Context: an optimization exercise on an open-source flow, tuned for small area, a short achievable clock period and few clock cycles per item. The choices shown serve that exercise and are no tape-out recipe.
Where RTL was checked, it was by simulation tests only, not by an equivalence proof against the original.
For runs 1 to 6, only the layout was checked, not whether the RTL still works.

==> flow/design.v (outline; a module is shown in full before it is edited, if it fits) <==
// module bch_xor2: 7 lines
// module bch_par_lfsr: 847 lines
// module bch_encoder_seq: 56 lines
module bch_encoder_seq
#(
    parameter int BEAT_W = 128
) (
    input  logic              clk,
    input  logic              rst_n,
    input  logic              in_valid,
    output logic              in_ready,
    input  logic [BEAT_W-1:0] in_data,
    output logic              out_valid,
    input  logic              out_ready,
    output logic [CW_W-1:0]   out_codeword,
    output logic              busy
);
  // ...
==> flow/flow/run.sh <==
#!/bin/bash
# Standard layout, with single-drive port buffers and a tighter setup target for repair.
set -euo pipefail
export BUFFER_PORTS_ARGS="-buffer_cell sky130_fd_sc_hd__buf_1"
export SETUP_SLACK_MARGIN=9
bash standard.sh > standard.log 2>&1
==> flow/standard.sh <==
#!/bin/bash
# synth_recipe.tcl (not shown) runs the flow's synth.tcl, then flattens the netlist and writes it again
# the make line also repeats each setting of config.mk as NAME=value (left out here)
make -C /OpenROAD-flow-scripts/flow DESIGN_CONFIG=/design/flow/config.mk WORK_HOME=/design/flow/orfs CLKGATE_MAP_FILE= SYNTH_SCRIPT=/design/flow/synth_recipe.tcl "${@:-finish}"
==> flow/config.mk <==
export PLATFORM = sky130hd
export DESIGN_NAME = bch_encoder_seq
export DESIGN_NICKNAME = bch_encoder_seq
export VERILOG_FILES = /design/flow/design.v
export SDC_FILE = /design/flow/constraint.sdc
export NUM_CORES = 4
export LEC_CHECK = 0
export CAP_MARGIN = 20
export CORE_MARGIN = 2
export CORE_UTILIZATION = 40
export SLEW_MARGIN = 20
export SYNTH_HIERARCHICAL = 1
export SYNTH_MINIMUM_KEEP_SIZE = 0
==> flow/constraint.sdc <==
create_clock -name core_clock -period 14.0 [get_ports {clk}]
set_input_delay 2.8000 -clock core_clock [delete_from_list [all_inputs] [get_ports {clk}]]
set_output_delay 2.8000 -clock core_clock [all_outputs]
set_load 0.01 [all_outputs]
==> run notes, run 1 <==
* Setup repair after global routing missed its margin: true
* Number of global-route vias before repair at 16519
* Post-route clock period utilization at 0.364
* Outcome: complete, no violations
* DR iter-0 viols at 1317
* Number of vias per cell at 4.77
* Final instance area at 36900 µm²
* Number of clock buffers inserted by TritonCTS at 75
* Highest metal layer used by the detailed router: met4
* Clk cell area share at 0.0656
* Final-report hold violation count at 0
* TritonCTS clock tree: yes
* Final worst path period need at 5.10 ns
* Area inside the core boundary at 71200 µm²
* Iteration count of the initial detailed-routing pass at 7
* Worst min-delay path category: reg -> reg
* Met1 Wirelength at 39.0 mm
* Buffers excl. clock at 743
* HPWL after DPL at 72.9 mm
* Commonest cells in the netlist: xor2_1 (806), edfxtp_1 (700), nor2b_1 (31), buf_4 (30), dfrtp_1 (4)
* Average footprint of a synthesized cell at 18.1 µm²
* Worst hold margin at 0.393 ns
* Launch instance of the worst register-to-register path: cnt_q[1]$_DFF_PN0_
* Met1 track demand over resource in global routing at 0.332
* Setup slack on the worst flop-to-flop path at 9.30 ns
* Share of synthesized area occupied by flip-flops and latches at 0.736
* Met3 demand-to-capacity share in global routing at 0.0443
* Worst reg-to-reg path cell count at 11
* Quantity of hold-fixing buffers added after cts at 0
* Most repeated cell in the gate-level netlist after synthesis: xor2_1
==> run 2, diff against run 1 <==
==> flow/flow/run.sh (replaced) <==
#!/bin/bash
# Standard layout, with single-drive port buffers and a tighter setup target for repair.
set -euo pipefail
export BUFFER_PORTS_ARGS="-buffer_cell sky130_fd_sc_hd__buf_1"
export SETUP_SLACK_MARGIN=10
bash standard.sh > standard.log 2>&1
==> run 2 against run 1 <==
  * Still clean on timing, DRC and antenna
  * Clock skew is 0.0084 ns higher
  * Critical path depth is 2 higher
  * Global-route usage up 1.9 points
  * First-iteration DRC count is 6.7% lower
  * Die area stayed put
  * Final cell count increased by 8.2%
  * Area after synthesis stayed put
  * Core utilization rose by 11 points
  * Cell area up 22%
  * Via count rose by 7.7%
  * Highest routed layer unchanged
==> run notes, run 2 <==
* Synth Warn # at 7 (unchanged)
* Count of flip-flops with a built-in enable after synthesis at 700 (unchanged)
* Cell type with the highest aggregate area in the netlist: edfxtp_1 (unchanged)
* Total Wirelength at 101 mm (was 94.9 mm)
* RR Endpoint: par_q[14]$_DFFE_PP_ (was par_q[18]$_DFFE_PP_)
* Final-report hold violation count at 0 (unchanged)
* Antenna violation net count after detailed routing at 0 (unchanged)
* Cell Area, Synth at 28700 µm² (unchanged)
* Final worst path period need at 4.64 ns (was 5.10 ns)
* Top area cells in the synthesized netlist: edfxtp_1 (73%), xor2_1 (25%), buf_4 (0.78%) (unchanged)
* Worst setup path startpoint: in_data[53] (was in_data[64])
* Root buf cell: clkbuf_16 (unchanged)
* Setup Total Neg Slack at 0 ns (unchanged)
* FF+latch count, synth at 705 (unchanged)
* Proportion of synthesized flip-flops having asynchronous set or reset at 0.00709 (unchanged)
* Launch instance of the worst register-to-register path: cnt_q[0]$_DFF_PN0_ (was cnt_q[1]$_DFF_PN0_)
* Commonest cells in the netlist: xor2_1 (806), edfxtp_1 (700), nor2b_1 (31), buf_4 (30), dfrtp_1 (4) (unchanged)
* Outcome: complete, no violations (unchanged)
* Iteration count of the initial detailed-routing pass at 5 (was 7)
* Final routed DRC violation total at 0 (unchanged)
* Cell row count at 98 (unchanged)
* Gate count after technology mapping at 1586 (unchanged)
* Setup repair after global routing missed its margin: true (unchanged)
* Average wire per cell in the routed design at 27.6 µm (was 28.0 µm)
* Max_cap viols at 0 (unchanged)
* Max FO, Critical Path at 6 (was 7)
* Count of clock tree sinks at 705 (unchanged)
* Skew-Pair Late Insertion Delay at 0.64 ns (about the same)
* Fraction of final layout cells with drive strength greater than 1 at 0.378 (was 0.152)
* Arrival time worst endpoint at 5.06 ns (was 5.45 ns)
* Number of clock buffers inserted by TritonCTS at 74 (was 75)
* Overall track demand over capacity in global routing at 0.271 (was 0.252)
* Crit path required time at 14.42 ns (was 14.36 ns)
* Largest net degree at the start of global routing at 69 (unchanged)
* Top library cells by usage in the layout, fill and taps aside: edfxtp_1 (700), buf_1 (516), xor2_1 (406) (was edfxtp_1 (700), xor2_1 (661), buf_1 (633))
* Startpoint kind of the worst setup timing path: input pin (unchanged)
* Area inside the core boundary at 71200 µm² (unchanged)
* TritonCTS clock tree: yes (unchanged)
* Die span in y at 272 µm (unchanged)
* Setup-failing EPs final at 0 (unchanged)
* Kind of capture point of the worst setup path: flop (unchanged)
* Buffer depth of the longest clock path at 3 (unchanged)
* Post-synth top flop: edfxtp_1 (unchanged)
* H-tree Lvls at 3 (unchanged)
* Die width at 272 µm (unchanged)
* Crit Path Class: in -> reg (unchanged)
* Pin slew with the least headroom to its limit at 0.962 ns (was 1.03 ns)
* HPWL after DPL at 73.7 mm (was 72.9 mm)
* Number of global-route vias before repair at 17756 (was 16519)
* Final instance area at 44900 µm² (was 36900 µm²)
* Count of buffers from port buffering at 676 (unchanged)
* Hold-critical path depth at 0 (unchanged)
* Post-route clock skew at 0.0348 ns (was 0.0264 ns)
* Share of synthesized area occupied by flip-flops and latches at 0.736 (unchanged)
* Number of vias per cell at 4.75 (was 4.77)
* Most repeated cell in the gate-level netlist after synthesis: xor2_1 (unchanged)
* Clock-pin slew of the registers on the worst-case setup and hold paths at 0.06 ns (about the same)
* Achievable Freq at 215 MHz (was 196 MHz)
* Worst min-delay path category: reg -> reg (unchanged)
* Post-synth net total at 1719 (unchanged)
* Weighted congestion at the end of routability-driven global placement at 0.978 (was 0.969)
* Setup crit end: rem_q[25]$_DFFE_PP_ (was par_q[29]$_DFFE_PP_)
* Starting density of the core at 0.403 (unchanged)
* Die footprint at 74000 µm² (unchanged)
* Number of distinct standard cells referenced by the synthesized netlist at 17 (unchanged)
* # IOs at 677 (unchanged)
* Wire length of the first global-routing pass at 138 mm (was 129 mm)
* Number of antenna violations at the first check in global routing at 1 (was 3)
* Most common cell after layout, fill and taps aside: edfxtp_1 (unchanged)
* Area added between synthesis and finish at 56.2% (was 28.5%)
* Via count of the routed design at 17382 (was 16140)
* Worst reg-to-reg path cell count at 14 (was 11)
* Cell area after placement at 34000 µm² (was 32700 µm²)
* Fin nets at 2787 (was 2506)
* Average footprint of a synthesized cell at 18.1 µm² (unchanged)
* Post-route clock period utilization at 0.332 (was 0.364)
* Total grt overflow at 0 (unchanged)
* Final Max Tran Viols at 0 (unchanged)
* Top cell type's share of synthesized area at 0.732 (unchanged)
* Worst slew slack as a fraction of its limit at 0.359 (was 0.311)
* DR iter-0 viols at 1229 (was 1317)
* Setup slack on the worst flop-to-flop path at 9.63 ns (was 9.30 ns)
run 2: routing by layer:
layer / up-vias / global-route usage / part of all wire
met5: - / 0 / 0
met2: 755 / 0.459 / 0.50
li1: 7388 / - / -
met1: 9092 / 0.358 / 0.40
met3: 147 / 0.0447 / 0.061
met4: 0 / 0.0928 / 0.036
run 2: cells by family (layout without fill, tap and decap cells):
group / after synthesis / in the layout / share of synthesized area
xor gates and xnor gates: 806 / 806 / 0.246
DFF: 705 / 705 / 0.736
and+or+nand+nor: 39 / 39 / 0.00876
buffers and inverters: 34 / 1159 / 0.00850
adders and majority gates: 1 / 1 / 0.000436
AOI/OAI and AO/OA: 1 / 1 / 0.000218
other: 0 / 1 / 0
run 2: worst min-delay path by stage:
| stage | start | endpoint | slack, ns |
|---|---|---|---|
| floorplan | skid_q[0]$_DFFE_PP_ | m0_q[0]$_DFFE_PN_ | 0.40 |
| global placement | skid_q[12]$_DFFE_PP_ | m0_q[12]$_DFFE_PN_ | 0.40 |
| detailed placement | skid_q[102]$_DFFE_PP_ | m0_q[102]$_DFFE_PN_ | 0.40 |
| CTS | skid_q[47]$_DFFE_PP_ | m0_q[47]$_DFFE_PN_ | 0.39 |
| global route | skid_q[47]$_DFFE_PP_ | m0_q[47]$_DFFE_PN_ | 0.40 |
| finish | skid_q[47]$_DFFE_PP_ | m0_q[47]$_DFFE_PN_ | 0.39 |
run 2: critical path: stages:
cell    delay, ns
buf_6        0.10
buf_12       0.14
xor2_4       0.29
xor2_4       0.19
buf_12       0.14
xor2_4       0.30
xor2_2       0.27
xor2_1       0.20
xor2_1       0.34
xor2_1       0.29
run 2: repair_timing:
action / 4_1_cts / 5_1_grt
gates resized for setup: 670 / 174
gates cloned: 0 / 0
setup endpoints to repair: 90 / 114
pin swaps: 210 / 107
hold buffers: 0 / 0
setup buffers: 238 / 60
run 2: metrics by stage:
stage,instances,utilization,hold WS [ns],worst slack [ns]
floorplan,1586,-,0.400,9.22
CTS,3601,0.608,0.388,9.45
global placement,3230,0.477,0.400,7.71
detailed placement,3230,0.477,0.405,7.80
global route,3662,0.630,0.399,9.30
finish,3662,0.630,0.386,9.36
run 2: cell type report:
| class | instances | area [µm²] |
|---|---|---|
| Clock buffer | 85 | 1890 |
| Timing Repair Buffer | 1025 | 7290 |
| Clock inverter | 48 | 517 |
| Tap cell | 950 | 1190 |
| Multi-Input combinational cell | 847 | 12800 |
| Sequential cell | 705 | 21100 |
| Antenna cell | 1 | 2.50 |
| Fill cell | 5144 | 26400 |
| Inverter | 1 | 7.51 |
run 2: per-module statistics from Yosys, one instance, submodules excluded, a selection:
module | cells inside | cell area [µm²] | flops+latches
bch_encoder_seq | 751 | 21400 | 705
bch_xor2 | 1 | 8.76 | 0
==> module bch_encoder_seq, before the edit <==
module bch_encoder_seq
#(
    parameter int BEAT_W = 128
) (
    input  logic              clk,
    input  logic              rst_n,
    input  logic              in_valid,
    output logic              in_ready,
    input  logic [BEAT_W-1:0] in_data,
    output logic              out_valid,
    input  logic              out_ready,
    output logic [CW_W-1:0]   out_codeword,
    output logic              busy
);
    logic [1:0]        cnt_q, cnt_d;      
    logic              pend_q, pend_d;    
    logic              rdy_q, busy_q;
    logic              in_fire;
    logic [BEAT_W-1:0] skid_q, m0_q, m1_q, m2_q, m3_q;
    logic [PAR_W-1:0]  rem_q, par_q, rem_src, rem_d;
    assign in_fire = in_valid & rdy_q;
    assign rem_src = (cnt_q == 2'd0) ? '0 : rem_q;
    bch_par_lfsr #(.BEAT_W(BEAT_W)) u_lfsr (
        .rem_i  (rem_src),
        .data_i (in_data),
        .rem_o  (rem_d)
    );
    assign cnt_d  = cnt_q + {1'b0, in_fire};
    assign pend_d = (pend_q & ~out_ready) | (in_fire & (cnt_q == 2'd3));
    always_ff @(posedge clk or negedge rst_n) begin
        if (!rst_n) begin
            cnt_q  <= 2'd0;
            pend_q <= 1'b0;
            rdy_q  <= 1'b1;
            busy_q <= 1'b0;
        end else begin
            cnt_q  <= cnt_d;
            pend_q <= pend_d;
            rdy_q  <= (cnt_d == 2'd0) | ~pend_d;
            busy_q <= (cnt_d != 2'd0) | pend_d;
        end
    end
    always_ff @(posedge clk) begin
        if (cnt_q == 2'd0)            skid_q <= in_data;
        if (!pend_q)                  m0_q   <= skid_q;
        if (!pend_q && cnt_q == 2'd1) m1_q   <= in_data;
        if (!pend_q && cnt_q == 2'd2) m2_q   <= in_data;
        if (!pend_q && cnt_q == 2'd3) m3_q   <= in_data;
        if (in_fire)                  rem_q  <= rem_d;
        if (in_fire && cnt_q == 2'd3) par_q  <= rem_d;
    end
    assign in_ready     = rdy_q;
    assign busy         = busy_q;
    assign out_valid    = pend_q;
    assign out_codeword = {m0_q, m1_q, m2_q, m3_q, par_q};
endmodule
==> run 3, diff against run 2 <==
--- a/flow/design.v
+++ b/flow/design.v
@@ -892,40 +892,47 @@
 );
     logic [1:0]        cnt_q, cnt_d;      
     logic              pend_q, pend_d;    
+    logic              inv_q, inv_d;      
     logic              rdy_q, busy_q;
-    logic              in_fire;
-    logic [BEAT_W-1:0] skid_q, m0_q, m1_q, m2_q, m3_q;
+    logic              in_fire, core_rdy, take;
+    logic [BEAT_W-1:0] in_q, skid_q, m0_q, m1_q, m2_q, m3_q;
     logic [PAR_W-1:0]  rem_q, par_q, rem_src, rem_d;
-    assign in_fire = in_valid & rdy_q;
+    assign in_fire  = in_valid & rdy_q;
+    assign core_rdy = (cnt_q == 2'd0) | ~pend_q;
+    assign take     = inv_q & core_rdy;
     assign rem_src = (cnt_q == 2'd0) ? '0 : rem_q;
     bch_par_lfsr #(.BEAT_W(BEAT_W)) u_lfsr (
         .rem_i  (rem_src),
-        .data_i (in_data),
+        .data_i (in_q),
         .rem_o  (rem_d)
     );
-    assign cnt_d  = cnt_q + {1'b0, in_fire};
-    assign pend_d = (pend_q & ~out_ready) | (in_fire & (cnt_q == 2'd3));
+    assign cnt_d  = cnt_q + {1'b0, take};
+    assign pend_d = (pend_q & ~out_ready) | (take & (cnt_q == 2'd3));
+    assign inv_d  = in_fire | (inv_q & ~core_rdy);
     always_ff @(posedge clk or negedge rst_n) begin
         if (!rst_n) begin
             cnt_q  <= 2'd0;
             pend_q <= 1'b0;
+            inv_q  <= 1'b0;
             rdy_q  <= 1'b1;
             busy_q <= 1'b0;
         end else begin
             cnt_q  <= cnt_d;
             pend_q <= pend_d;
-            rdy_q  <= (cnt_d == 2'd0) | ~pend_d;
-            busy_q <= (cnt_d != 2'd0) | pend_d;
+            inv_q  <= inv_d;
+            rdy_q  <= ~inv_d | (cnt_d == 2'd0) | ~pend_d;
+            busy_q <= inv_d | (cnt_d != 2'd0) | pend_d;
         end
     end
     always_ff @(posedge clk) begin
-        if (cnt_q == 2'd0)            skid_q <= in_data;
+        if (!inv_q || core_rdy)       in_q   <= in_data;
+        if (cnt_q == 2'd0)            skid_q <= in_q;
         if (!pend_q)                  m0_q   <= skid_q;
-        if (!pend_q && cnt_q == 2'd1) m1_q   <= in_data;
-        if (!pend_q && cnt_q == 2'd2) m2_q   <= in_data;
-        if (!pend_q && cnt_q == 2'd3) m3_q   <= in_data;
-        if (in_fire)                  rem_q  <= rem_d;
-        if (in_fire && cnt_q == 2'd3) par_q  <= rem_d;
+        if (!pend_q && cnt_q == 2'd1) m1_q   <= in_q;
+        if (!pend_q && cnt_q == 2'd2) m2_q   <= in_q;
+        if (!pend_q && cnt_q == 2'd3) m3_q   <= in_q;
+        if (take)                     rem_q  <= rem_d;
+        if (take && cnt_q == 2'd3)    par_q  <= rem_d;
     end
     assign in_ready     = rdy_q;
     assign busy         = busy_q;
==> flow/flow/run.sh (replaced) <==
#!/bin/bash
# Standard layout, with single-drive port buffers and a tighter setup target for repair.
set -euo pipefail
export BUFFER_PORTS_ARGS="-buffer_cell sky130_fd_sc_hd__buf_1"
export SETUP_SLACK_MARGIN=9
bash standard.sh > standard.log 2>&1
==> run 3 against run 2 <==
  * Wire length rose by 2.2%
  * Fmax fell by 5.2%
  * Sequential share of layout area rose by 16 points
  * Final cell count fell by 1.3%
  * Hold slack improved by 0.028 ns
  * Register-to-register slack got worse by 0.53 ns
  * Critical path type is now reg -> reg
  * Critical endpoint is now rem_q[6]$_DFFE_PP_
  * Highest routed layer unchanged
==> run notes, run 3 <==
* Top library cells by usage in the layout, fill and taps aside: edfxtp_1 (828), xor2_1 (803), buf_1 (676) (was edfxtp_1 (700), buf_1 (516), xor2_1 (406))
* Post-synth net total at 1852 (was 1719)
* Post-route clock skew at 0.0277 ns (was 0.0348 ns)
* Share of synthesized area occupied by flip-flops and latches at 0.767 (was 0.736)
* Root buf cell: clkbuf_16 (unchanged)
* Fraction of final layout cells with drive strength greater than 1 at 0.0721 (was 0.378)
* Iteration count of the initial detailed-routing pass at 5 (unchanged)
* HPWL after DPL at 78.9 mm (was 73.7 mm)
* Post-route clock period utilization at 0.350 (was 0.332)
* Final worst path period need at 4.90 ns (was 4.64 ns)
* Average footprint of a synthesized cell at 19.0 µm² (was 18.1 µm²)
* Final Max Tran Viols at 0 (unchanged)
* Number of clock buffers inserted by TritonCTS at 84 (was 74)
* Max_cap viols at 0 (unchanged)
* Top cell type's share of synthesized area at 0.762 (was 0.732)
* Proportion of synthesized flip-flops having asynchronous set or reset at 0.00719 (was 0.00709)
* Startpoint kind of the worst setup timing path: flop (was input pin)
* FF+latch count, synth at 834 (was 705)
* Number of antenna violations at the first check in global routing at 1 (unchanged)
* Buffer depth of the longest clock path at 3 (unchanged)
* Count of buffers from port buffering at 676 (unchanged)
* # IOs at 677 (unchanged)
* Hold-critical path depth at 0 (unchanged)
* Worst hold path startpoint: skid_q[118]$_DFFE_PP_ (was skid_q[47]$_DFFE_PP_)
* Most common cell after layout, fill and taps aside: edfxtp_1 (unchanged)
* Starting density of the core at 0.404 (was 0.403)
* Crit Path Class: reg -> reg (was in -> reg)
* Kind of capture point of the worst setup path: flop (unchanged)
* Setup-failing EPs final at 0 (unchanged)
* Gate count after technology mapping at 1719 (was 1586)
* Die span in y at 290 µm (was 272 µm)
* Adder and majority cell fraction of the synthesized area at 0.000384 (was 0.000436)
* Max FO, Critical Path at 34 (was 6)
* H-tree Lvls at 3 (unchanged)
* Quantity of hold-fixing buffers added after cts at 0 (unchanged)
* Die footprint at 83800 µm² (was 74000 µm²)
* Fin nets at 2619 (was 2787)
* Final routed DRC violation total at 0 (unchanged)
* Outcome: complete, no violations (unchanged)
* Clock-pin slew of the registers on the worst-case setup and hold paths at 0.06 ns (about the same)
* Largest net degree at the start of global routing at 78 (was 69)
* Cell row count at 104 (was 98)
* Launch instance of the worst register-to-register path: cnt_q[1]$_DFF_PN0_ (was cnt_q[0]$_DFF_PN0_)
* RR Endpoint: rem_q[6]$_DFFE_PP_ (was par_q[14]$_DFFE_PP_)
* Synth Area in Compound Gates at 0.000806 (was 0.000218)
* Antenna violation net count after detailed routing at 0 (unchanged)
* Skew-Pair Late Insertion Delay at 0.65 ns (was 0.64 ns)
* Most repeated cell in the gate-level netlist after synthesis: edfxtp_1 (was xor2_1)
* Final core utilization at 0.490 (was 0.630)
* DR iter-0 viols at 1202 (was 1229)
* Worst slew slack as a fraction of its limit at 0.203 (was 0.359)
* Area used by sequential logic in the layout at 25000 µm² (was 21100 µm²)
* Final-layout fill cell count at 6998 (was 5144)
* Total Wirelength at 103 mm (was 101 mm)
* Cell Area, Synth at 32600 µm² (was 28700 µm²)
* Synth Warn # at 7 (unchanged)
* Pin slew with the least headroom to its limit at 1.19 ns (was 0.962 ns)
* Via count of the routed design at 17329 (was 17382)
* Arrival time worst endpoint at 5.25 ns (was 5.06 ns)
* Overall track demand over capacity in global routing at 0.241 (was 0.271)
* Share of cell area taken by muxes after synthesis at 0.000307 (was 0)
* Worst hold margin at 0.414 ns (was 0.386 ns)
* Area of the multi-input gates at 7420 µm² (was 12800 µm²)
* Post-synth top flop: edfxtp_1 (unchanged)
* Die width at 290 µm (was 272 µm)
* Simple logic cell fraction of the synthesized area at 0.00725 (was 0.00876)
* Area inside the core boundary at 80700 µm² (was 71200 µm²)
* Count of clock tree sinks at 834 (was 705)
* Commonest cells in the netlist: edfxtp_1 (828), xor2_1 (806), and2_1 (30), buf_4 (30), dfrtp_1 (5) (was xor2_1 (806), edfxtp_1 (700), nor2b_1 (31), buf_4 (30), dfrtp_1 (4))
* Achievable Freq at 204 MHz (was 215 MHz)
* Main combinational cell family by area after synthesis: XOR/XNOR gates (unchanged)
* Worst reg-to-reg path cell count at 10 (was 14)
* Setup slack on the worst flop-to-flop path at 9.10 ns (was 9.63 ns)
* Final-report hold violation count at 0 (unchanged)
* Count of flip-flops with a built-in enable after synthesis at 828 (was 700)
* Area added between synthesis and finish at 21.2% (was 56.2%)
* Weighted congestion at the end of routability-driven global placement at 0.994 (was 0.978)
* Post-CTS setup buffer count at 0 (was 238)
* Number of global-route vias before repair at 17839 (was 17756)
* Average wire per cell in the routed design at 28.6 µm (was 27.6 µm)
* Total grt overflow at 0 (unchanged)
* Number of distinct standard cells referenced by the synthesized netlist at 21 (was 17)
* Number of vias per cell at 4.79 (was 4.75)
* Worst min-delay path category: reg -> reg (unchanged)
* Top area cells in the synthesized netlist: edfxtp_1 (76%), xor2_1 (22%), buf_4 (0.69%) (was edfxtp_1 (73%), xor2_1 (25%), buf_4 (0.78%))
* TritonCTS clock tree: yes (unchanged)
* Crit path required time at 14.35 ns (was 14.42 ns)
* Endpoint of the worst hold path: m0_q[118]$_DFFE_PN_ (was m0_q[47]$_DFFE_PN_)
* Setup Total Neg Slack at 0 ns (unchanged)
* Wire length of the first global-routing pass at 139 mm (was 138 mm)
* Setup repair after global routing missed its margin: false (was true)
* Cell type with the highest aggregate area in the netlist: edfxtp_1 (unchanged)
* Share of the synthesized netlist area taken by xor and xnor gates at 0.216 (was 0.246)
## run 3: worst max-delay path: stages (launching register included)
cell	delay, ns
dfrtp_1	0.46
or2_1	0.25
buf_4	0.27
and2_1	0.23
xor2_1	0.61
xor2_1	0.59
xor2_1	0.66
xor2_1	0.56
xor2_1	0.42
xor2_1	0.41
xor2_1	0.13
## run 3: worst max path at each step
| stage | from | to | depth (start not counted) |
|---|---|---|---|
| floorplan | pend_q$_DFF_PN0_ | m2_q[0]$_DFFE_PP_ | 1 |
| global placement | cnt_q[1]$_DFF_PN0_ | par_q[26]$_DFFE_PP_ | 10 |
| global route | cnt_q[1]$_DFF_PN0_ | par_q[6]$_DFFE_PP_ | 10 |
| finish | cnt_q[1]$_DFF_PN0_ | rem_q[6]$_DFFE_PP_ | 10 |
| detailed placement | cnt_q[1]$_DFF_PN0_ | par_q[14]$_DFFE_PP_ | 10 |
| CTS | cnt_q[1]$_DFF_PN0_ | rem_q[14]$_DFFE_PP_ | 10 |
## run 3: modules after synthesis, one instance, submodules excluded, a selection
module	cells	cell area [µm²]
bch_encoder_seq	884	25300
bch_xor2	1	8.76
## run 3: kinds of logic (layout without fill, tap and decap cells)
kind of cell    Yosys count  after routing
compound gates            3              3
xor+xnor                806            806
flops                   834            834
mux                       1              1
simple gates             38             38
other cells               0              2
buf+inv                  36            870
fa+ha+maj                 1              1
## run 3: layout make-up
type | count | share of cell area
antenna | 2 | 0.000127
clock buffer | 95 | 0.0542
clock inverter | 58 | 0.0196
inverter | 2 | 0.000443
multi-input combinational | 849 | 0.188
sequential | 834 | 0.633
tap | 1060 | 0.0335
timing repair buffer | 715 | 0.0718
## run 3: timing repair
item / CTS / global route
gates resized for setup: 0 / 2
hold endpoints to repair: 0 / 0
endpoints found under the setup margin: 0 / 14
## run 3: per-stage QoR
step,cells,setup slack (ns),instance area [µm²]
6_report,3615,9.10,39500
5_1_grt,3613,9.04,39500
4_1_cts,3613,9.06,39500
3_5_place_dp,3460,9.09,36600
3_3_place_gp,3459,8.61,36600
2_1_floorplan,1719,8.00,32600
## run 3: routing by layer
layer	share of wire	routed length, µm	vias up	GRT usage
li1	-	-	7618	-
met4	0.032	3350	0	0.0824
met2	0.50	51300	685	0.407
met3	0.060	6190	145	0.0457
met5	0	0	-	0
met1	0.41	42500	8881	0.314
==> run 4, diff against run 3 <==
==> flow/flow/run.sh (replaced) <==
#!/bin/bash
# Standard layout, with single-drive port buffers and a tighter setup target for repair.
set -euo pipefail
export BUFFER_PORTS_ARGS="-buffer_cell sky130_fd_sc_hd__buf_1"
export SETUP_SLACK_MARGIN=10
bash standard.sh > standard.log 2>&1
==> run 4 against run 3 <==
  * First-iteration DRC count decreased by 5.7%
  * Synthesized cell count unchanged
  * Still clean on timing, DRC and antenna
  * Core utilization increased by 1.2 points
  * Clock-buffer cell count increased by 4
==> run notes, run 4 <==
* Quantity of hold-fixing buffers added after cts at 0 (unchanged)
* Share of cell area taken by muxes after synthesis at 0.000307 (unchanged)
* Synth Area in Compound Gates at 0.000806 (unchanged)
* Count of clock tree sinks at 834 (unchanged)
* Largest net degree at the start of global routing at 75 (was 78)
* Main combinational cell family by area after synthesis: XOR/XNOR gates (unchanged)
* Post-synth top flop: edfxtp_1 (unchanged)
* Post-route clock skew at 0.0370 ns (was 0.0277 ns)
* Clock-pin slew of the registers on the worst-case setup and hold paths at 0.06 ns (about the same)
* Synth Warn # at 7 (unchanged)
* Overall track demand over capacity in global routing at 0.241 (about the same)
* Top cell type's share of synthesized area at 0.762 (unchanged)
* Number of distinct standard cells referenced by the synthesized netlist at 21 (unchanged)
* Worst min-delay path category: reg -> reg (unchanged)
* Arrival time worst endpoint at 1.29 ns (was 5.25 ns)
* Setup-failing EPs final at 0 (unchanged)
* Commonest cells in the netlist: edfxtp_1 (828), xor2_1 (806), and2_1 (30), buf_4 (30), dfrtp_1 (5) (unchanged)
* Area used by sequential logic in the layout at 25000 µm² (about the same)
* Die footprint at 83800 µm² (unchanged)
* Ant. Diodes at 0 (was 2)
* Crit path buf inv count at 1 (unchanged)
* Max FO, Critical Path at 1 (was 34)
* Iteration count of the initial detailed-routing pass at 5 (unchanged)
* Post-route clock period utilization at 0.292 (was 0.350)
* Skew-Pair Late Insertion Delay at 0.65 ns (about the same)
* Share of the synthesized netlist area taken by xor and xnor gates at 0.216 (unchanged)
* Gate count after technology mapping at 1719 (unchanged)
* Count of flip-flops with a built-in enable after synthesis at 828 (unchanged)
* Cell Area, Synth at 32600 µm² (unchanged)
* Adder and majority cell fraction of the synthesized area at 0.000384 (unchanged)
* Post-synth net total at 1852 (unchanged)
* Average footprint of a synthesized cell at 19.0 µm² (unchanged)
* Pin slew with the least headroom to its limit at 1.13 ns (was 1.19 ns)
* Number of global-route vias before repair at 17932 (was 17839)
* Die width at 290 µm (unchanged)
* Top area cells in the synthesized netlist: edfxtp_1 (76%), xor2_1 (22%), buf_4 (0.69%) (unchanged)
* Number of clock buffers inserted by TritonCTS at 85 (was 84)
* Final routed DRC violation total at 0 (unchanged)
* # IOs at 677 (unchanged)
* Achievable Freq at 244 MHz (was 204 MHz)
* Worst slew slack as a fraction of its limit at 0.249 (was 0.203)
* Buffer depth of the longest clock path at 3 (unchanged)
* Crit path max-delay family: flip-flops (was XOR/XNOR gates)
* Wire length of the first global-routing pass at 139 mm (about the same)
* HPWL after DPL at 79.4 mm (was 78.9 mm)
* Weighted congestion at the end of routability-driven global placement at 1.02 (was 0.994)
* Kind of capture point of the worst setup path: primary output (was flop)
* Final-report hold violation count at 0 (unchanged)
* Antenna violation net count after detailed routing at 0 (unchanged)
* Proportion of synthesized flip-flops having asynchronous set or reset at 0.00719 (unchanged)
* Setup repair after global routing missed its margin: true (was false)
* Setup Total Neg Slack at 0 ns (unchanged)
* Fraction of final layout cells with drive strength greater than 1 at 0.194 (was 0.0721)
* Share of synthesized area occupied by flip-flops and latches at 0.767 (unchanged)
* Most repeated cell in the gate-level netlist after synthesis: edfxtp_1 (unchanged)
* Area of the multi-input gates at 8000 µm² (was 7420 µm²)
* Max_cap viols at 0 (unchanged)
* Number of antenna violations at the first check in global routing at 1 (unchanged)
* Most common cell after layout, fill and taps aside: edfxtp_1 (unchanged)
* Cell type with the highest aggregate area in the netlist: edfxtp_1 (unchanged)
* DR iter-0 viols at 1133 (was 1202)
* Max stage delay on crit path at 0.50 ns (was 0.66 ns)
* Outcome: complete, no violations (unchanged)
* FF+latch count, synth at 834 (unchanged)
* H-tree Lvls at 3 (unchanged)
* Crit path required time at 11.20 ns (was 14.35 ns)
* Crit Path Class: reg -> out (was reg -> reg)
* Top library cells by usage in the layout, fill and taps aside: edfxtp_1 (828), xor2_1 (752), buf_1 (408) (was edfxtp_1 (828), xor2_1 (803), buf_1 (676))
* Starting density of the core at 0.404 (unchanged)
* Final Max Tran Viols at 0 (unchanged)
* Startpoint kind of the worst setup timing path: flop (unchanged)
* Number of vias per cell at 4.78 (was 4.79)
* TritonCTS clock tree: yes (unchanged)
* Simple logic cell fraction of the synthesized area at 0.00725 (unchanged)
* Total grt overflow at 0 (unchanged)
* Library cell contributing the largest single delay on the critical path: edfxtp_1 (was xor2_1)
* Count of buffers from port buffering at 676 (unchanged)
* Area inside the core boundary at 80700 µm² (unchanged)
* Final worst path period need at 4.09 ns (was 4.90 ns)
* Average wire per cell in the routed design at 28.6 µm (about the same)
* Fin nets at 2619 (unchanged)
* Area added between synthesis and finish at 24.1% (was 21.2%)
* Root buf cell: clkbuf_16 (unchanged)
* Via count of the routed design at 17274 (was 17329)
* CP Cell Sequence: buf_6 (was or2_1 > buf_4 > and2_1 > xor2_1 > xor2_1 > xor2_1 > xor2_1 > xor2_1 > xor2_1 > xor2_1)
* Final-layout fill cell count at 6855 (was 6998)
* Cell row count at 104 (unchanged)
* Total Wirelength at 103 mm (about the same)
* Die span in y at 290 µm (unchanged)
## run 4: cell types whose count changed in the layout (fill, tap and decap cells not counted), moves of 3 or more
| cell | before | now |
|---|---|---|
| xor2_2 | 3 | 37 |
| bufinv_16 | 13 | 8 |
| buf_1 | 676 | 408 |
| xor2_4 | 0 | 17 |
| clkbuf_2 | 0 | 156 |
| buf_2 | 0 | 93 |
| buf_6 | 2 | 20 |
| clkinv_1 | 10 | 16 |
| xor2_1 | 803 | 752 |
| clkinvlp_4 | 11 | 8 |
## run 4: logic make-up (layout without fill, tap and decap cells)
kind of cell               count (synthesis)  after routing
DFF                                      834            834
and+or+nand+nor                           38             38
muxes                                      1              1
AOI/OAI and AO/OA                          3              3
buffers and inverters                     36            868
xor gates and xnor gates                 806            806
adders and majority gates                  1              1
## run 4: modules after synthesis, one instance, submodules excluded, a selection
module | times used | cell area (µm²)
bch_xor2 | 805 | 8.76
bch_encoder_seq | 1 | 25300
## run 4: cell type report
cell class / count / area share
sequential: 834 / 0.618
inverter: 2 / 0.000402
tap: 1060 / 0.0328
timing repair buffer: 714 / 0.0819
clock buffer: 99 / 0.0544
multi-input combinational: 849 / 0.198
clock inverter: 53 / 0.0149
## run 4: timing repair
action | CTS | global route
gates resized for setup | 185 | 192
setup endpoints to repair | 230 | 268
setup buffers | 3 | 0
pin swaps | 3 | 0
## run 4: worst paths after layout
path | start | end | slack, ns | cells past startpoint
worst max-delay path | par_q[15]$_DFFE_PP_ | out_codeword[15] | 9.91 | 1
worst min-delay path | skid_q[104]$_DFFE_PP_ | m0_q[104]$_DFFE_PN_ | 0.41 | 0
max in group asynchronous | rst_n | rdy_q$_DFF_PN1_ | 11.68 | 1
worst max register to register | cnt_q[1]$_DFF_PN0_ | par_q[6]$_DFFE_PP_ | 10.05 | 10
min in group asynchronous | rst_n | busy_q$_DFF_PN0_ | 2.03 | 1
worst min register to register | skid_q[104]$_DFFE_PP_ | m0_q[104]$_DFFE_PN_ | 0.41 | 0
## run 4: metal layers
metal,share of wire,vias to the layer above,global-route usage
li1,-,7560,-
met1,0.40,8843,0.302
met2,0.50,710,0.417
met3,0.061,161,0.0505
met4,0.033,0,0.0782
met5,0,-,0
## run 4: per-stage QoR
step / instances / hold WS, ns / util / setup slack (ns) / area (µm²)
2_1_floorplan: 1719 / 0.400 / - / 9.74 / 32700
3_3_place_gp: 3455 / 0.401 / 0.453 / 8.55 / 36600
5_1_grt: 3611 / 0.414 / 0.502 / 9.87 / 40500
4_1_cts: 3611 / 0.399 / 0.497 / 9.85 / 40100
3_5_place_dp: 3456 / 0.405 / 0.454 / 8.99 / 36600
6_report: 3611 / 0.410 / 0.502 / 9.91 / 40500
==> run 5, diff against run 4 <==
--- a/flow/flow/run.sh
+++ b/flow/flow/run.sh
@@ -3,4 +3,5 @@
 set -euo pipefail
 export BUFFER_PORTS_ARGS="-buffer_cell sky130_fd_sc_hd__buf_1"
 export SETUP_SLACK_MARGIN=10
+export CTS_ARGS="-sink_clustering_enable -repair_clock_nets -dont_use_dummy_load"
 bash standard.sh > standard.log 2>&1
==> run 5 against run 4 <==
  * Still clean
  * Cell area shrank 2.4%
  * Final cell count decreased by 1.8%
  * Clock-buffer cell count is 14 lower
  * Critical path depth unchanged
  * Highest routed layer unchanged
==> run notes, run 5 <==
* Number of vias per cell at 4.85 (was 4.78)
* Post-route clock period utilization at 0.290 (was 0.292)
* Count of buffers from port buffering at 676 (unchanged)
* Final worst path period need at 4.06 ns (was 4.09 ns)
* Iteration count of the initial detailed-routing pass at 5 (unchanged)
* TritonCTS clock tree: yes (unchanged)
* Die footprint at 83800 µm² (unchanged)
* Arrival time worst endpoint at 1.26 ns (was 1.29 ns)
* Average footprint of a synthesized cell at 19.0 µm² (unchanged)
* Number of antenna violations at the first check in global routing at 1 (unchanged)
* Fraction of final layout cells with drive strength greater than 1 at 0.115 (was 0.194)
* Max stage delay on crit path at 0.54 ns (was 0.50 ns)
* H-tree Lvls at 3 (unchanged)
* Count of clock tree sinks at 834 (unchanged)
* Cell Area, Synth at 32600 µm² (unchanged)
* Worst hold margin at 0.364 ns (was 0.410 ns)
* Achievable Freq at 246 MHz (was 244 MHz)
* Worst reg-to-reg path cell count at 10 (unchanged)
* Total grt overflow at 0 (unchanged)
* Proportion of synthesized flip-flops having asynchronous set or reset at 0.00719 (unchanged)
* Setup Total Neg Slack at 0 ns (unchanged)
* Area inside the core boundary at 80700 µm² (unchanged)
* Area of the multi-input gates at 7990 µm² (was 8000 µm²)
* Count of flip-flops with a built-in enable after synthesis at 828 (unchanged)
* Final-report hold violation count at 0 (unchanged)
* Crit Path Class: reg -> out (unchanged)
* Setup-failing EPs final at 0 (unchanged)
* Setup repair after global routing missed its margin: true (unchanged)
* Library cell contributing the largest single delay on the critical path: dfstp_2 (was edfxtp_1)
* Starting density of the core at 0.404 (unchanged)
* Top area cells in the synthesized netlist: edfxtp_1 (76%), xor2_1 (22%), buf_4 (0.69%) (unchanged)
* Post-route clock skew at 0.0889 ns (was 0.0370 ns)
* Buffer depth of the longest clock path at 3 (unchanged)
* Synth Warn # at 7 (unchanged)
* Total Wirelength at 103 mm (about the same)
* Startpoint kind of the worst setup timing path: flop (unchanged)
* Weighted congestion at the end of routability-driven global placement at 1.02 (unchanged)
* Cell type with the highest aggregate area in the netlist: edfxtp_1 (unchanged)
* Share of synthesized area occupied by flip-flops and latches at 0.767 (unchanged)
* Final routed DRC violation total at 0 (unchanged)
* Number of global-route vias before repair at 17855 (was 17932)
* Hold-critical path depth at 0 (unchanged)
* Post-synth net total at 1852 (unchanged)
* Antenna violation net count after detailed routing at 0 (unchanged)
* Max FO, Critical Path at 2 (was 1)
* Kind of capture point of the worst setup path: primary output (unchanged)
* Worst min-delay path category: reg -> reg (unchanged)
* Average wire per cell in the routed design at 29.0 µm (was 28.6 µm)
* Outcome: complete, no violations (unchanged)
* Gate count after technology mapping at 1719 (unchanged)
* FF+latch count, synth at 834 (unchanged)
* Most common cell after layout, fill and taps aside: edfxtp_1 (unchanged)
* Post-synth top flop: edfxtp_1 (unchanged)
* Final Max Tran Viols at 0 (unchanged)
* Worst slew slack as a fraction of its limit at 0.256 (was 0.249)
* Area added between synthesis and finish at 21.2% (was 24.1%)
* CP Cell Sequence: buf_6 (unchanged)
* Overall track demand over capacity in global routing at 0.240 (was 0.241)
* Cell row count at 104 (unchanged)
* Final-layout fill cell count at 6929 (was 6855)
* Top library cells by usage in the layout, fill and taps aside: edfxtp_1 (828), xor2_1 (751), buf_1 (581) (was edfxtp_1 (828), xor2_1 (752), buf_1 (408))
* Crit path max-delay family: flip-flops (unchanged)
* Top cell type's share of synthesized area at 0.762 (unchanged)
* Commonest cells in the netlist: edfxtp_1 (828), xor2_1 (806), and2_1 (30), buf_4 (30), dfrtp_1 (5) (unchanged)
* Number of clock buffers inserted by TritonCTS at 85 (unchanged)
* Wire length of the first global-routing pass at 138 mm (was 139 mm)
* Crit path buf inv count at 1 (unchanged)
* Via count of the routed design at 17182 (was 17274)
* Die width at 290 µm (unchanged)
* Die span in y at 290 µm (unchanged)
* Area used by sequential logic in the layout at 25000 µm² (unchanged)
* Fin nets at 2619 (unchanged)
* Pin slew with the least headroom to its limit at 1.12 ns (was 1.13 ns)
* Clock-pin slew of the registers on the worst-case setup and hold paths at 0.05 ns (was 0.06 ns)
* Skew-Pair Late Insertion Delay at 0.65 ns (about the same)
* Most repeated cell in the gate-level netlist after synthesis: edfxtp_1 (unchanged)
* # IOs at 677 (unchanged)
* Number of distinct standard cells referenced by the synthesized netlist at 21 (unchanged)
* HPWL after DPL at 79.4 mm (unchanged)
* DR iter-0 viols at 1221 (was 1133)
* CP Depth at 1 (unchanged)
* Crit path required time at 11.20 ns (about the same)
* Largest net degree at the start of global routing at 75 (unchanged)
* Max_cap viols at 0 (unchanged)
* Root buf cell: clkbuf_16 (unchanged)
## run 5: path summary, 6_finish.rpt
| kind | start | end | slack [ns] |
|---|---|---|---|
| min in group asynchronous | rst_n | busy_q$_DFF_PN0_ | 2.05 |
| max in group asynchronous | rst_n | rdy_q$_DFF_PN1_ | 11.67 |
| worst max register to register | cnt_q[1]$_DFF_PN0_ | par_q[5]$_DFFE_PP_ | 9.97 |
| worst min-delay path | skid_q[8]$_DFFE_PP_ | m0_q[8]$_DFFE_PN_ | 0.36 |
| worst min register to register | skid_q[8]$_DFFE_PP_ | m0_q[8]$_DFFE_PN_ | 0.36 |
| worst max-delay path | rdy_q$_DFF_PN1_ | in_ready | 9.94 |
## run 5: logic make-up (layout without fill, tap and decap cells)
group / Yosys count / in the layout / synth area share
compound gates: 3 / 3 / 0.000806
xor+xnor: 806 / 806 / 0.216
fa+ha+maj: 1 / 1 / 0.000384
buf+inv: 36 / 801 / 0.00786
flops: 834 / 834 / 0.767
mux: 1 / 1 / 0.000307
other cells: 0 / 1 / 0
simple gates: 38 / 38 / 0.00725
## run 5: metal layers
metal,vias up,track usage,part of all wire
li1,7491,-,-
met4,0,0.0796,0.036
met3,176,0.0507,0.060
met1,8832,0.301,0.40
met5,-,0,0
met2,683,0.416,0.50
## run 5: per-stage QoR
step	cells	area [µm²]	utilization	worst slack [ns]
3_5_place_dp	3456	36600	0.454	8.99
4_1_cts	3544	39300	0.487	9.91
6_report	3545	39500	0.490	9.94
3_3_place_gp	3455	36600	0.453	8.55
5_1_grt	3544	39500	0.490	9.90
2_1_floorplan	1719	32700	-	9.74
## run 5: Yosys stat by module (local to each module, per instance), a selection
module	flops+latches	times used
bch_xor2	0	805
bch_encoder_seq	834	1
## run 5: timing repair
item | CTS | global route
gates resized for setup | 116 | 67
pin swaps | 3 | 1
hold buffers | 0 | 0
buffers inserted | 3 | 0
endpoints found under the setup margin | 134 | 106
## run 5: layout make-up
| type | instances | share of cell area |
|---|---|---|
| diodes | 1 | 0.0000633 |
| clock buffers | 85 | 0.0538 |
| inverters | 2 | 0.000412 |
| multi-input cells | 849 | 0.202 |
| flip-flops and latches | 834 | 0.633 |
| well taps | 1060 | 0.0336 |
| repair buffers | 714 | 0.0768 |
==> run 6, diff against run 5 <==
==> flow/flow/run.sh (replaced) <==
#!/bin/bash
# Standard layout, with single-drive port buffers and a tighter setup target for repair.
set -euo pipefail
export BUFFER_PORTS_ARGS="-buffer_cell sky130_fd_sc_hd__buf_1"
export SETUP_SLACK_MARGIN=10
bash standard.sh > standard.log 2>&1
--- a/flow/config.mk
+++ b/flow/config.mk
@@ -7,7 +7,7 @@
 export LEC_CHECK = 0
 export CAP_MARGIN = 20
 export CORE_MARGIN = 2
-export CORE_UTILIZATION = 40
+export CORE_UTILIZATION = 60
 export SLEW_MARGIN = 20
 export SYNTH_HIERARCHICAL = 1
 export SYNTH_MINIMUM_KEEP_SIZE = 0
==> run 6 against run 5 <==
  * Still clean
  * Non-clock buffer count down 7
  * Cell area up 0.16%
  * Worst setup slack worse by 0.040 ns
  * Core utilization up 25 points
  * Via count up 4.0%
  * Die area down 33%
  * Clock-buffer cell count up 10
  * Critical endpoint unchanged
  * Largest cell class unchanged
==> run notes, run 6 <==
* Antenna violation net count after detailed routing at 0 (unchanged)
* Setup-failing EPs final at 0 (unchanged)
* Final Max Tran Viols at 0 (unchanged)
* Total grt overflow at 0 (unchanged)
* Die footprint at 56200 µm² (was 83800 µm²)
* Setup Total Neg Slack at 0 ns (unchanged)
* Number of distinct standard cells referenced by the synthesized netlist at 21 (unchanged)
* Most repeated cell in the gate-level netlist after synthesis: edfxtp_1 (unchanged)
* Setup repair after global routing missed its margin: true (unchanged)
* Number of vias per cell at 5.51 (was 4.85)
* Achievable Freq at 244 MHz (was 246 MHz)
* HPWL after DPL at 73.2 mm (was 79.4 mm)
* Post-synth top flop: edfxtp_1 (unchanged)
* Cell Area, Synth at 32600 µm² (unchanged)
* Number of antenna violations at the first check in global routing at 1 (unchanged)
* Final worst path period need at 4.10 ns (was 4.06 ns)
* Average footprint of a synthesized cell at 19.0 µm² (unchanged)
* Max stage delay on crit path at 0.56 ns (was 0.54 ns)
* Die span in y at 237 µm (was 290 µm)
* Overall track demand over capacity in global routing at 0.349 (was 0.240)
* Quantity of hold-fixing buffers added after cts at 0 (unchanged)
* Top cell type's share of synthesized area at 0.762 (unchanged)
* Worst slew slack as a fraction of its limit at 0.210 (was 0.256)
* Total Wirelength at 98.5 mm (was 103 mm)
* Crit path required time at 11.20 ns (about the same)
* Pin slew with the least headroom to its limit at 1.18 ns (was 1.12 ns)
* Post-route clock period utilization at 0.293 (was 0.290)
* Die width at 237 µm (was 290 µm)
* Max_cap viols at 0 (unchanged)
* H-tree Lvls at 3 (unchanged)
* Area used by sequential logic in the layout at 25000 µm² (unchanged)
* Startpoint kind of the worst setup timing path: flop (unchanged)
* Cell area after placement at 36100 µm² (was 36600 µm²)
* Kind of capture point of the worst setup path: primary output (unchanged)
* Top library cells by usage in the layout, fill and taps aside: edfxtp_1 (828), xor2_1 (771), buf_1 (522) (was edfxtp_1 (828), xor2_1 (751), buf_1 (581))
* Via count of the routed design at 17866 (was 17182)
* Share of synthesized area occupied by flip-flops and latches at 0.767 (unchanged)
* DR iter-0 viols at 1562 (was 1221)
* Skew-Pair Late Insertion Delay at 0.64 ns (was 0.65 ns)
* Crit path buf inv count at 1 (unchanged)
* Final-report hold violation count at 0 (unchanged)
* Max FO, Critical Path at 2 (unchanged)
* Top area cells in the synthesized netlist: edfxtp_1 (76%), xor2_1 (22%), buf_4 (0.69%) (unchanged)
* Clock-pin slew of the registers on the worst-case setup and hold paths at 0.06 ns (was 0.05 ns)
* Most common cell after layout, fill and taps aside: edfxtp_1 (unchanged)
* TritonCTS clock tree: yes (unchanged)
* Fin nets at 2610 (was 2619)
* Number of clock buffers inserted by TritonCTS at 83 (was 85)
* # IOs at 677 (unchanged)
* Fraction of final layout cells with drive strength greater than 1 at 0.140 (was 0.115)
* Synth Warn # at 7 (unchanged)
* Number of global-route vias before repair at 17889 (was 17855)
* Weighted congestion at the end of routability-driven global placement at 1.05 (was 1.02)
* CP Cell Sequence: buf_6 (unchanged)
* Final-layout fill cell count at 3214 (was 6929)
* Starting density of the core at 0.606 (was 0.404)
* Commonest cells in the netlist: edfxtp_1 (828), xor2_1 (806), and2_1 (30), buf_4 (30), dfrtp_1 (5) (unchanged)
* Count of clock tree sinks at 834 (unchanged)
* Crit Path Class: reg -> out (unchanged)
* Setup slack on the worst flop-to-flop path at 10.02 ns (was 9.97 ns)
* Count of flip-flops with a built-in enable after synthesis at 828 (unchanged)
* Buffer depth of the longest clock path at 3 (unchanged)
* Outcome: complete, no violations (unchanged)
* Cell row count at 85 (was 104)
* Area inside the core boundary at 53800 µm² (was 80700 µm²)
* Area added between synthesis and finish at 21.4% (was 21.2%)
* Post-synth net total at 1852 (unchanged)
* Average wire per cell in the routed design at 30.4 µm (was 29.0 µm)
* Worst min-delay path category: reg -> reg (unchanged)
* Area of the multi-input gates at 7830 µm² (was 7990 µm²)
* Final routed DRC violation total at 0 (unchanged)
* Wire length of the first global-routing pass at 135 mm (was 138 mm)
* Gate count after technology mapping at 1719 (unchanged)
* Cell type with the highest aggregate area in the netlist: edfxtp_1 (unchanged)
* Crit path max-delay family: flip-flops (unchanged)
* Proportion of synthesized flip-flops having asynchronous set or reset at 0.00719 (unchanged)
* Final instance area at 39600 µm² (was 39500 µm²)
* Iteration count of the initial detailed-routing pass at 5 (unchanged)
* Largest net degree at the start of global routing at 72 (was 75)
* Arrival time worst endpoint at 1.30 ns (was 1.26 ns)
* FF+latch count, synth at 834 (unchanged)
* Post-route clock skew at 0.0259 ns (was 0.0889 ns)
* Count of buffers from port buffering at 676 (unchanged)
* Library cell contributing the largest single delay on the critical path: dfstp_2 (unchanged)
* Root buf cell: clkbuf_16 (unchanged)
-- run 6: cell type report --
| class | count | share of cell area |
|---|---|---|
| diodes | 1 | 0.0000632 |
| flip-flops and latches | 834 | 0.632 |
| clock buffers | 95 | 0.0541 |
| repair buffers | 707 | 0.0783 |
| multi-input cells | 849 | 0.198 |
| clock inverters | 60 | 0.0152 |
| inverters | 2 | 0.000411 |
| well taps | 696 | 0.0220 |
-- run 6: worst register-to-register path, cell delays in order, from the launching register on --
cell     delay [ns]
dfrtp_1        0.47
or2_1          0.18
buf_6          0.32
and2_1         0.29
xor2_4         0.42
xor2_1         0.22
xor2_1         0.82
xor2_1         0.22
xor2_1         0.19
xor2_1         0.39
xor2_1         0.27
-- run 6: through the flow --
| step | hold WS (ns) | util | setup WS, ns | std cells |
|---|---|---|---|---|
| finish | 0.405 | 0.736 | 9.90 | 3244 |
| global route | 0.408 | 0.736 | 9.86 | 3244 |
| CTS | 0.403 | 0.729 | 9.87 | 3242 |
| detailed placement | 0.405 | 0.670 | 9.13 | 3086 |
| global placement | 0.400 | 0.670 | 8.99 | 3085 |
| floorplan | 0.400 | - | 9.74 | 1719 |
-- run 6: what timing repair did --
| action | in CTS | in global routing |
|---|---|---|
| endpoints found under the hold margin | 0 | 0 |
| resized for setup | 119 | 119 |
| pin swaps | 0 | 1 |
| setup buffers | 1 | 1 |
| endpoints found under the setup margin | 171 | 179 |
-- run 6: Yosys stat by module, one instance, submodules excluded, excerpt --
module / cell area (µm²) / times used / flops+latches / cells inside
bch_xor2: 8.76 / 805 / 0 / 1
bch_encoder_seq: 25300 / 1 / 834 / 884
-- run 6: cells by family after synthesis --
kind of cell | count (synthesis) | share of synthesized area
flops | 834 | 0.767
xor+xnor | 806 | 0.216
simple gates | 38 | 0.00725
buf+inv | 36 | 0.00786
compound gates | 3 | 0.000806
mux | 1 | 0.000307
fa+ha+maj | 1 | 0.000384
-- run 6: final timing paths --
kind	startpoint	endpoint	cells past startpoint
setup / recovery	rdy_q$_DFF_PN1_	in_ready	1
hold / removal	skid_q[24]$_DFFE_PP_	m0_q[24]$_DFFE_PN_	0
setup reg to reg	cnt_q[1]$_DFF_PN0_	rem_q[3]$_DFFE_PP_	10
hold reg to reg	skid_q[24]$_DFFE_PP_	m0_q[24]$_DFFE_PN_	0
max in group asynchronous	rst_n	rdy_q$_DFF_PN1_	1
min in group asynchronous	rst_n	pend_q$_DFF_PN0_	1
-- run 6: routing by layer --
| layer | vias to the layer above | routed length [µm] | share of wire | track usage |
|---|---|---|---|---|
| li1 | 7562 | - | - | - |
| met1 | 9121 | 38200 | 0.39 | 0.463 |
| met2 | 1032 | 49000 | 0.50 | 0.580 |
| met3 | 151 | 7920 | 0.080 | 0.0734 |
| met4 | 0 | 3340 | 0.034 | 0.126 |
| met5 | - | 0 | 0 | 0 |
==> run 7, diff against run 6 <==
--- a/flow/design.v
+++ b/flow/design.v
@@ -924,18 +924,49 @@
             busy_q <= inv_d | (cnt_d != 2'd0) | pend_d;
         end
     end
+    logic              in_en, skid_en, m0_en, m1_en, m2_en, m3_en, rem_en, par_en;
+    logic [BEAT_W-1:0] in_nx, skid_nx, m0_nx, m1_nx, m2_nx, m3_nx;
+    logic [PAR_W-1:0]  rem_nx, par_nx;
+    assign in_en   = ~inv_q | core_rdy;
+    assign skid_en = (cnt_q == 2'd0);
+    assign m0_en   = ~pend_q;
+    assign m1_en   = ~pend_q & (cnt_q == 2'd1);
+    assign m2_en   = ~pend_q & (cnt_q == 2'd2);
+    assign m3_en   = ~pend_q & (cnt_q == 2'd3);
+    assign rem_en  = take;
+    assign par_en  = take & (cnt_q == 2'd3);
+    bch_hold #(.W(BEAT_W)) u_h_in   (.s(in_en),   .sn(~in_en),   .a(in_q),   .b(in_data), .y(in_nx));
+    bch_hold #(.W(BEAT_W)) u_h_skid (.s(skid_en), .sn(~skid_en), .a(skid_q), .b(in_q),    .y(skid_nx));
+    bch_hold #(.W(BEAT_W)) u_h_m0   (.s(m0_en),   .sn(~m0_en),   .a(m0_q),   .b(skid_q),  .y(m0_nx));
+    bch_hold #(.W(BEAT_W)) u_h_m1   (.s(m1_en),   .sn(~m1_en),   .a(m1_q),   .b(in_q),    .y(m1_nx));
+    bch_hold #(.W(BEAT_W)) u_h_m2   (.s(m2_en),   .sn(~m2_en),   .a(m2_q),   .b(in_q),    .y(m2_nx));
+    bch_hold #(.W(BEAT_W)) u_h_m3   (.s(m3_en),   .sn(~m3_en),   .a(m3_q),   .b(in_q),    .y(m3_nx));
+    bch_hold #(.W(PAR_W))  u_h_rem  (.s(rem_en),  .sn(~rem_en),  .a(rem_q),  .b(rem_d),   .y(rem_nx));
+    bch_hold #(.W(PAR_W))  u_h_par  (.s(par_en),  .sn(~par_en),  .a(par_q),  .b(rem_d),   .y(par_nx));
     always_ff @(posedge clk) begin
-        if (!inv_q || core_rdy)       in_q   <= in_data;
-        if (cnt_q == 2'd0)            skid_q <= in_q;
-        if (!pend_q)                  m0_q   <= skid_q;
-        if (!pend_q && cnt_q == 2'd1) m1_q   <= in_q;
-        if (!pend_q && cnt_q == 2'd2) m2_q   <= in_q;
-        if (!pend_q && cnt_q == 2'd3) m3_q   <= in_q;
-        if (take)                     rem_q  <= rem_d;
-        if (take && cnt_q == 2'd3)    par_q  <= rem_d;
+        in_q   <= in_nx;
+        skid_q <= skid_nx;
+        m0_q   <= m0_nx;
+        m1_q   <= m1_nx;
+        m2_q   <= m2_nx;
+        m3_q   <= m3_nx;
+        rem_q  <= rem_nx;
+        par_q  <= par_nx;
     end
     assign in_ready     = rdy_q;
     assign busy         = busy_q;
     assign out_valid    = pend_q;
     assign out_codeword = {m0_q, m1_q, m2_q, m3_q, par_q};
 endmodule
+module bch_hold
+#(
+    parameter int W = 1
+) (
+    input  logic         s,
+    input  logic         sn,
+    input  logic [W-1:0] a,
+    input  logic [W-1:0] b,
+    output logic [W-1:0] y
+);
+    assign y = ({W{s}} & b) | ({W{sn}} & a);
+endmodule
==> flow/flow/run.sh (replaced) <==
#!/bin/bash
# Standard layout, with single-drive port buffers, a tighter setup target for repair and CTS options.
set -euo pipefail
export BUFFER_PORTS_ARGS="-buffer_cell sky130_fd_sc_hd__buf_1"
export SETUP_SLACK_MARGIN=10
export CTS_ARGS="-sink_clustering_enable -repair_clock_nets -dont_use_dummy_load"
bash standard.sh > standard.log 2>&1
==> run 7 against run 6 <==
  * Hold slack better by 0.050 ns
  * Critical path type unchanged
  * Die area grew 1.8%
  * Register-to-register slack worse by 0.06 ns
  * Core utilization down 2.6 points
  * Flip-flop and latch count did not move
  * Clock skew grew 0.042 ns
  * Global-route usage is 9.0 points higher
  * Final cell count up 25%
==> run notes, run 7 <==
* Antenna violation net count after detailed routing at 0 (unchanged)
* Overall track demand over capacity in global routing at 0.439 (was 0.349)
* Startpoint kind of the worst setup timing path: flop (unchanged)
* Library cell contributing the largest single delay on the critical path: dfstp_2 (unchanged)
* Outcome: complete, no violations (unchanged)
* Crit path max-delay family: flip-flops (unchanged)
* Worst hold margin at 0.455 ns (was 0.405 ns)
* Max stage delay on crit path at 0.54 ns (was 0.56 ns)
* Number of antenna violations at the first check in global routing at 0 (was 1)
* Cell row count at 86 (was 85)
* Max FO, Critical Path at 2 (unchanged)
* Weighted congestion at the end of routability-driven global placement at 1.11 (was 1.05)
* Cell Area, Synth at 33200 µm² (was 32600 µm²)
* Crit Path Class: reg -> out (unchanged)
* Synth Warn # at 7 (unchanged)
* Worst hold path startpoint: skid_q[121]$_DFF_P_ (was skid_q[24]$_DFFE_PP_)
* Setup-failing EPs final at 0 (unchanged)
* Commonest cells in the netlist: a22o_1 (828), dfxtp_1 (828), xor2_1 (805), buf_6 (97), buf_2 (68) (was edfxtp_1 (828), xor2_1 (806), and2_1 (30), buf_4 (30), dfrtp_1 (5))
* Area inside the core boundary at 54900 µm² (was 53800 µm²)
* Most common cell after layout, fill and taps aside: a22o_1 (was edfxtp_1)
* HPWL after DPL at 93.5 mm (was 73.2 mm)
* Hold-critical path depth at 1 (was 0)
* Final routed DRC violation total at 0 (unchanged)
* DR iter-0 viols at 2666 (was 1562)
* Gate count after technology mapping at 2744 (was 1719)
* Number of vias per cell at 6.54 (was 5.51)
* Die footprint at 57200 µm² (was 56200 µm²)
* Fin nets at 3499 (was 2610)
* Top area cells in the synthesized netlist: dfxtp_1 (50%), a22o_1 (22%), xor2_1 (21%) (was edfxtp_1 (76%), xor2_1 (22%), buf_4 (0.69%))
* Number of global-route vias before repair at 25762 (was 17889)
* Proportion of synthesized flip-flops having asynchronous set or reset at 0.00719 (unchanged)
* Buffer depth of the longest clock path at 3 (unchanged)
* Setup slack on the worst flop-to-flop path at 9.96 ns (was 10.02 ns)
* GR Util met2 at 0.705 (was 0.580)
* Count of buffers from port buffering at 676 (unchanged)
* Count of clock tree sinks at 834 (unchanged)
* Quantity of hold-fixing buffers added after cts at 0 (unchanged)
* Most used routing layer: met2 (unchanged)
* Pin slew with the least headroom to its limit at 1.27 ns (was 1.18 ns)
* Number of clock buffers inserted by TritonCTS at 79 (was 83)
* FF+latch count, synth at 834 (unchanged)
* Count of placed standard cells in the final layout, fillers left out at 4070 (was 3244)
* Cell type with the highest aggregate area in the netlist: dfxtp_1 (was edfxtp_1)
* TritonCTS clock tree: yes (unchanged)
* Top cell type's share of synthesized area at 0.499 (was 0.762)
* Die span in y at 239 µm (was 237 µm)
* Final Max Tran Viols at 0 (unchanged)
* Wire length of the first global-routing pass at 183 mm (was 135 mm)
* Arrival time worst endpoint at 1.25 ns (was 1.30 ns)
* Cell area after placement at 35300 µm² (was 36100 µm²)
* RR Endpoint: rem_q[12]$_DFF_P_ (was rem_q[3]$_DFFE_PP_)
* H-tree Lvls at 3 (unchanged)
* Area added between synthesis and finish at 17.3% (was 21.4%)
* Met3 demand-to-capacity share in global routing at 0.0856 (was 0.0734)
* Crit path buf inv count at 1 (unchanged)
* Root buf cell: clkbuf_16 (unchanged)
* Worst min-delay path category: reg -> reg (unchanged)
* Post-route clock period utilization at 0.290 (was 0.293)
* Post-synth net total at 2876 (was 1852)
* Clock-pin slew of the registers on the worst-case setup and hold paths at 0.07 ns (was 0.06 ns)
* Final-report hold violation count at 0 (unchanged)
* Launch instance of the worst register-to-register path: in_q[10]$_DFF_P_ (was cnt_q[1]$_DFF_PN0_)
* Via count of the routed design at 26622 (was 17866)
* Total Wirelength at 131 mm (was 98.5 mm)
* Share of synthesized area occupied by flip-flops and latches at 0.504 (was 0.767)
* Achievable Freq at 247 MHz (was 244 MHz)
* Largest net degree at the start of global routing at 78 (was 72)
* Average footprint of a synthesized cell at 12.1 µm² (was 19.0 µm²)
## run 7: cell type report
class                   count  area (µm²)
well taps                 704         881
multi-input cells        1692       16000
inverters                   4        22.5
fillers                  3702       15900
flip-flops and latches    834       16700
repair buffers            756        3340
clock buffers              79        1980
diodes                      1        2.50
## run 7: repair_timing
action	CTS	global route
pin swaps	11	9
setup buffers	14	8
endpoints found under the setup margin	84	90
gates cloned	2	0
gates resized for setup	145	80
## run 7: kinds of logic (layout without fill, tap and decap cells)
logic type,Yosys count,after routing,share of synthesized area
AND/OR/NAND/NOR,49,51,0.00897
AO/OA/AOI/OAI,835,835,0.220
flip-flops,834,834,0.504
other,0,1,0
XOR/XNOR,806,806,0.213
buffers and inverters,220,839,0.0548
## run 7: per-layer routing
metal	wire length, µm	up-vias
met5	0	-
met4	7120	0
met3	12700	433
met2	60500	2053
met1	51100	13200
li1	-	10936
## run 7: per-module statistics from Yosys (local to each module, per instance), excerpt
| module | times used | cells |
|---|---|---|
| bch_encoder_seq | 1 | 901 |
| bch_xor2 | 805 | 1 |
## run 7: worst max-delay path by stage
stage                             startpoint  slack (ns)                 to
final                        rdy_q$_DFF_PN1_        9.95           in_ready
after global routing         rdy_q$_DFF_PN1_        9.93           in_ready
after CTS                    rdy_q$_DFF_PN1_        9.94           in_ready
after detailed placement  cnt_q[1]$_DFF_PN0_        8.47  par_q[19]$_DFF_P_
after global placement    cnt_q[1]$_DFF_PN0_        8.51   rem_q[6]$_DFF_P_
after floorplan           cnt_q[0]$_DFF_PN0_       10.38  par_q[10]$_DFF_P_
## run 7: stage by stage
step	worst slack [ns]	util
2_1_floorplan	10.38	-
4_1_cts	9.94	0.701
5_1_grt	9.93	0.710
3_5_place_dp	8.47	0.644
6_report	9.95	0.710
3_3_place_gp	8.51	0.643
Testbench counts of run 7, summed over its fixed seeds: cycles 2,064, items 512.

separate check: timing with driven ports:
Ports are ideal in the flow. The routed layouts listed here were re-timed in OpenROAD.
Step 1: set_driving_cell puts a clkbuf_16 on clk and a buf_2 on each other input, an assumption about the parent block.
Step 2 also shifts input and output timing later by t, the mid clock arrival at the registers, as if the neighbouring blocks saw the same clock.
a / b / c = ideal ports / drivers / drivers and shift; a / b = the first two.
run	shift t [ns]	setup WS [ns]	worst setup path at the end	worst slew at a driven data input, ns
run 1	0.689	8.904 / 8.934 / 8.245	input to register	0.07
run 2	0.690	9.358 / 9.395 / 8.705	input to register	0.10
run 3	0.703	9.101 / 9.101 / 9.101	register to register	0.09
run 4	0.693	9.907 / 9.843 / 10.054	register to register	0.08
run 5	0.668	9.942 / 9.878 / 9.967	register to register	0.08
run 6	0.691	9.902 / 9.841 / 10.024	register to register	0.09
run 7	0.670	9.945 / 9.879 / 9.956	register to register	0.08
After both steps every run listed still meets setup and hold. For run 1, which loses most, drivers alone change the setup slack by +0.030 ns; drivers and shift together by -0.659 ns.
